Source: an optimization exercise on an open RTL-to-GDS flow (aim: small area). Production flows keep margins and buffers that such runs may drop.
Only simulation tests tie the RTL to the original design; equivalence was not proved.
Power is estimated from default activity; no workload was simulated.

Setup of quartz:
// lsq_subsystem
module lsq_subsystem #(
    parameter int q_length     = 8,
    parameter int tag_bits     = 6,
    parameter int rob_bits     = 6,
    parameter int fill_latency = 6,
    parameter int bank_lines   = 16
) (
    input  wire                  clk,
    input  wire                  arst_n,
    input  wire                  alloc,
    input  wire  [op_w-1:0]      operation_in,
    input  wire  [addr_w-1:0]    addr_in,
    input  wire  [data_w-1:0]    data_in,
    input  wire  [size_w-1:0]    size_in,
    input  wire  [tag_bits-1:0]  ooo_tag_in,
    input  wire  [rob_bits-1:0]  ooo_rob_in,
    input  wire                  dealloc,
    output logic                 valid_out,
    output logic                 lsq_full,
    output logic [op_w-1:0]      operation_out,
    output logic [addr_w-1:0]    addr_out,
    output logic [data_w-1:0]    data_out,
    output logic [size_w-1:0]    size_out,
    output logic [tag_bits-1:0]  ooo_tag_out,
    output logic [rob_bits-1:0]  ooo_rob_out
);
Settings: LEC_CHECK=0, CAP_MARGIN=20, CORE_MARGIN=2, CORE_UTILIZATION=40, CTS_BUF_LIST=sky130_fd_sc_hd__clkbuf_8, CTS_CLUSTER_SIZE=30, PLACE_DENSITY=0.6, SLEW_MARGIN=20; clock period 6.0 ns.
run.sh (not shown) runs the stock make flow with config.mk's settings and CLKGATE_MAP_FILE= SYNTH_SCRIPT=/design/flow/synth_recipe.tcl, a recipe that flattens the netlist after the stock synthesis.
> inputs changed (quartz -> willow)
# quartz
export LEC_CHECK = 0
export CAP_MARGIN = 20
export CORE_MARGIN = 2
export CORE_UTILIZATION = 40
export CTS_BUF_LIST = sky130_fd_sc_hd__clkbuf_8
export CTS_CLUSTER_SIZE = 30
export PLACE_DENSITY = 0.6
export SLEW_MARGIN = 20
create_clock -name core_clock -period 6.0 [get_ports {clk}]
# willow
export LEC_CHECK = 0
export CAP_MARGIN = 0
export CORE_MARGIN = 2
export CORE_UTILIZATION = 40
export CTS_BUF_LIST = sky130_fd_sc_hd__clkbuf_8
export CTS_CLUSTER_SIZE = 30
export PLACE_DENSITY = 0.6
export SLEW_MARGIN = 0
create_clock -name core_clock -period 6.0 [get_ports {clk}]
Notes after the runs:
quartz and willow ended up with nearly the same number of antenna-violating nets in the routed design. The run showing the greater total routed wirelength is willow. Setup slack: willow less than quartz. Re hold slack: quartz and willow aren't equal, and the higher value belongs to willow. The clock skew of willow was inferior to that of quartz. Total power of willow is higher than that of quartz. Reported for quartz and willow, synthesized area turned out identical to the last digit. Areal power density over the cells delta for willow relative to quartz: about 1.4% higher. Per the comparison of willow with quartz, total of clock buffers placed in the layout now sits higher; layout overhead on the synthesized area now sits higher; part of the power in combinational logic now sits lower.
Changes in nickel relative to willow:
# willow
export LEC_CHECK = 0
export CAP_MARGIN = 0
export CORE_MARGIN = 2
export CORE_UTILIZATION = 40
export CTS_BUF_LIST = sky130_fd_sc_hd__clkbuf_8
export CTS_CLUSTER_SIZE = 30
export PLACE_DENSITY = 0.6
export SLEW_MARGIN = 0
create_clock -name core_clock -period 6.0 [get_ports {clk}]
# nickel
export LEC_CHECK = 0
export CAP_MARGIN = 20
export CORE_MARGIN = 2
export CORE_UTILIZATION = 40
export CTS_BUF_LIST = sky130_fd_sc_hd__clkbuf_4
export PLACE_DENSITY = 0.6
export SLEW_MARGIN = 20
create_clock -name core_clock -period 6.0 [get_ports {clk}]
Results
Comparing nickel with willow, the area growth from synthesis to final layout came out essentially unchanged.
nickel gives more relative contribution of sequential cells to total power than willow did.
Compared with willow, in nickel final design instance area without fill was more or less identical, cell count went up by 4.0%, number of antenna violations at the first check in global routing went up by 3.
diff inputs: nickel => maple
# nickel
export LEC_CHECK = 0
export CAP_MARGIN = 20
export CORE_MARGIN = 2
export CORE_UTILIZATION = 40
export CTS_BUF_LIST = sky130_fd_sc_hd__clkbuf_4
export PLACE_DENSITY = 0.6
export SLEW_MARGIN = 20
create_clock -name core_clock -period 6.0 [get_ports {clk}]
# maple
export LEC_CHECK = 0
export CAP_MARGIN = 0
export CORE_MARGIN = 2
export CORE_UTILIZATION = 40
export PLACE_DENSITY = 0.6
export SLEW_MARGIN = 0
create_clock -name core_clock -period 6.0 [get_ports {clk}]
==> flow/flow/run.sh (new file) <==
#!/bin/bash
# Standard ORFS layout (standard.sh), with two changes:
#  - CTS without dummy loads, clkbuf_8 sink buffers, larger sink clusters
#  - port buffers use buf_1 (every port still gets its own buffer)
# The whole make output goes to flow_make.log in the work folder.
set -euo pipefail
export CTS_ARGS="-sink_clustering_enable -repair_clock_nets -dont_use_dummy_load -buf_list sky130_fd_sc_hd__clkbuf_8 -sink_clustering_size 30"
export BUFFER_PORTS_ARGS="-buffer_cell sky130_fd_sc_hd__buf_1"
bash standard.sh finish > flow_make.log 2>&1
==> flow/standard.sh (new file) <==
#!/bin/bash
# synth_recipe.tcl (not shown) runs the flow's synth.tcl, then flattens the netlist and writes it again
# the make line also repeats each setting of config.mk as NAME=value (left out here)
make -C /OpenROAD-flow-scripts/flow DESIGN_CONFIG=/design/flow/config.mk WORK_HOME=/design/flow/orfs CLKGATE_MAP_FILE= SYNTH_SCRIPT=/design/flow/synth_recipe.tcl "${@:-finish}"
removed: flow/run.sh
==> run notes <==
Setup slack | maple above nickel
In the reports for nickel and maple, the larger share of final-layout standard cells stronger than drive strength 1 belongs to nickel.
Re total of max-cap violations: no difference whatsoever between maple and nickel.
[compare] base=nickel new=maple: clock-buffer cell count shrank by 347; power density of the placed cells shrank by about 2.7%.
Edits applied to the flow inputs when going from maple to violet:
# maple
export LEC_CHECK = 0
export CAP_MARGIN = 0
export CORE_MARGIN = 2
export CORE_UTILIZATION = 40
export PLACE_DENSITY = 0.6
export SLEW_MARGIN = 0
create_clock -name core_clock -period 6.0 [get_ports {clk}]
# violet
export LEC_CHECK = 0
export CAP_MARGIN = 20
export CORE_MARGIN = 2
export CORE_UTILIZATION = 40
export PLACE_DENSITY = 0.6
export SLEW_MARGIN = 20
create_clock -name core_clock -period 6.0 [get_ports {clk}]
==> flow/run.sh (new file) <==
#!/bin/bash
# synth_recipe.tcl (not shown) runs the flow's synth.tcl, then flattens the netlist and writes it again
# the make line also repeats each setting of config.mk as NAME=value (left out here)
make -C /OpenROAD-flow-scripts/flow DESIGN_CONFIG=/design/flow/config.mk WORK_HOME=/design/flow/orfs CLKGATE_MAP_FILE= SYNTH_SCRIPT=/design/flow/synth_recipe.tcl finish
removed: flow/flow/run.sh
removed: flow/standard.sh
Findings:
violet went all the way through synthesis, placement and routing and the layout is clean on timing, DRC and antenna.
Compared with maple, violet is the more power-hungry design.
Per the comparison of violet with maple, fraction of final layout cells with drive strength greater than 1 decreased 0.74 points; wire length increased 2.0%; endpoint arrival time on the critical path increased 0.09 ns.
violet vs. maple: global-route wire length before repair up 5.5 mm; proportion of power drawn by flip-flops and latches down 4.3 points; final cell count without fillers up 74; overall fraction of global-route tracks in use up 0.44 points; multi-input combinational area share down 0.94 points.

re-timing with driven ports:
How much do the figures lean on ideal ports? The routed layouts below were timed once more, with nothing changed but the port constraints. Step 1 sets driving cells, clkbuf_16 on the clock port and buf_2 on the other inputs (assumed; they add their load-dependent delay and slew). Step 2, shift: input delay + t, output delay - t, t = (earliest + latest rising clock arrival at the registers) / 2. This alone moves slack from input paths to output paths. Three values: no drivers, after step 1, after step 2; two values: the first two.
run | t (ns) | setup WS [ns] | worst setup path at the end
quartz | 1.024 | 1.017 / 0.935 / 0.875 | input to register
willow | 1.015 | 0.969 / 0.898 / 0.955 | input to register
nickel | 1.350 | 0.672 / 0.602 / 0.854 | input to register
maple | 0.965 | 1.118 / 1.071 / 0.979 | input to register
violet | 0.868 | 1.031 / 1.031 / 0.917 | input to register
After both steps setup and hold are still met in every run listed. The setup slack of quartz, which loses most, moves by -0.082 ns with the drivers and by -0.142 ns with both steps.
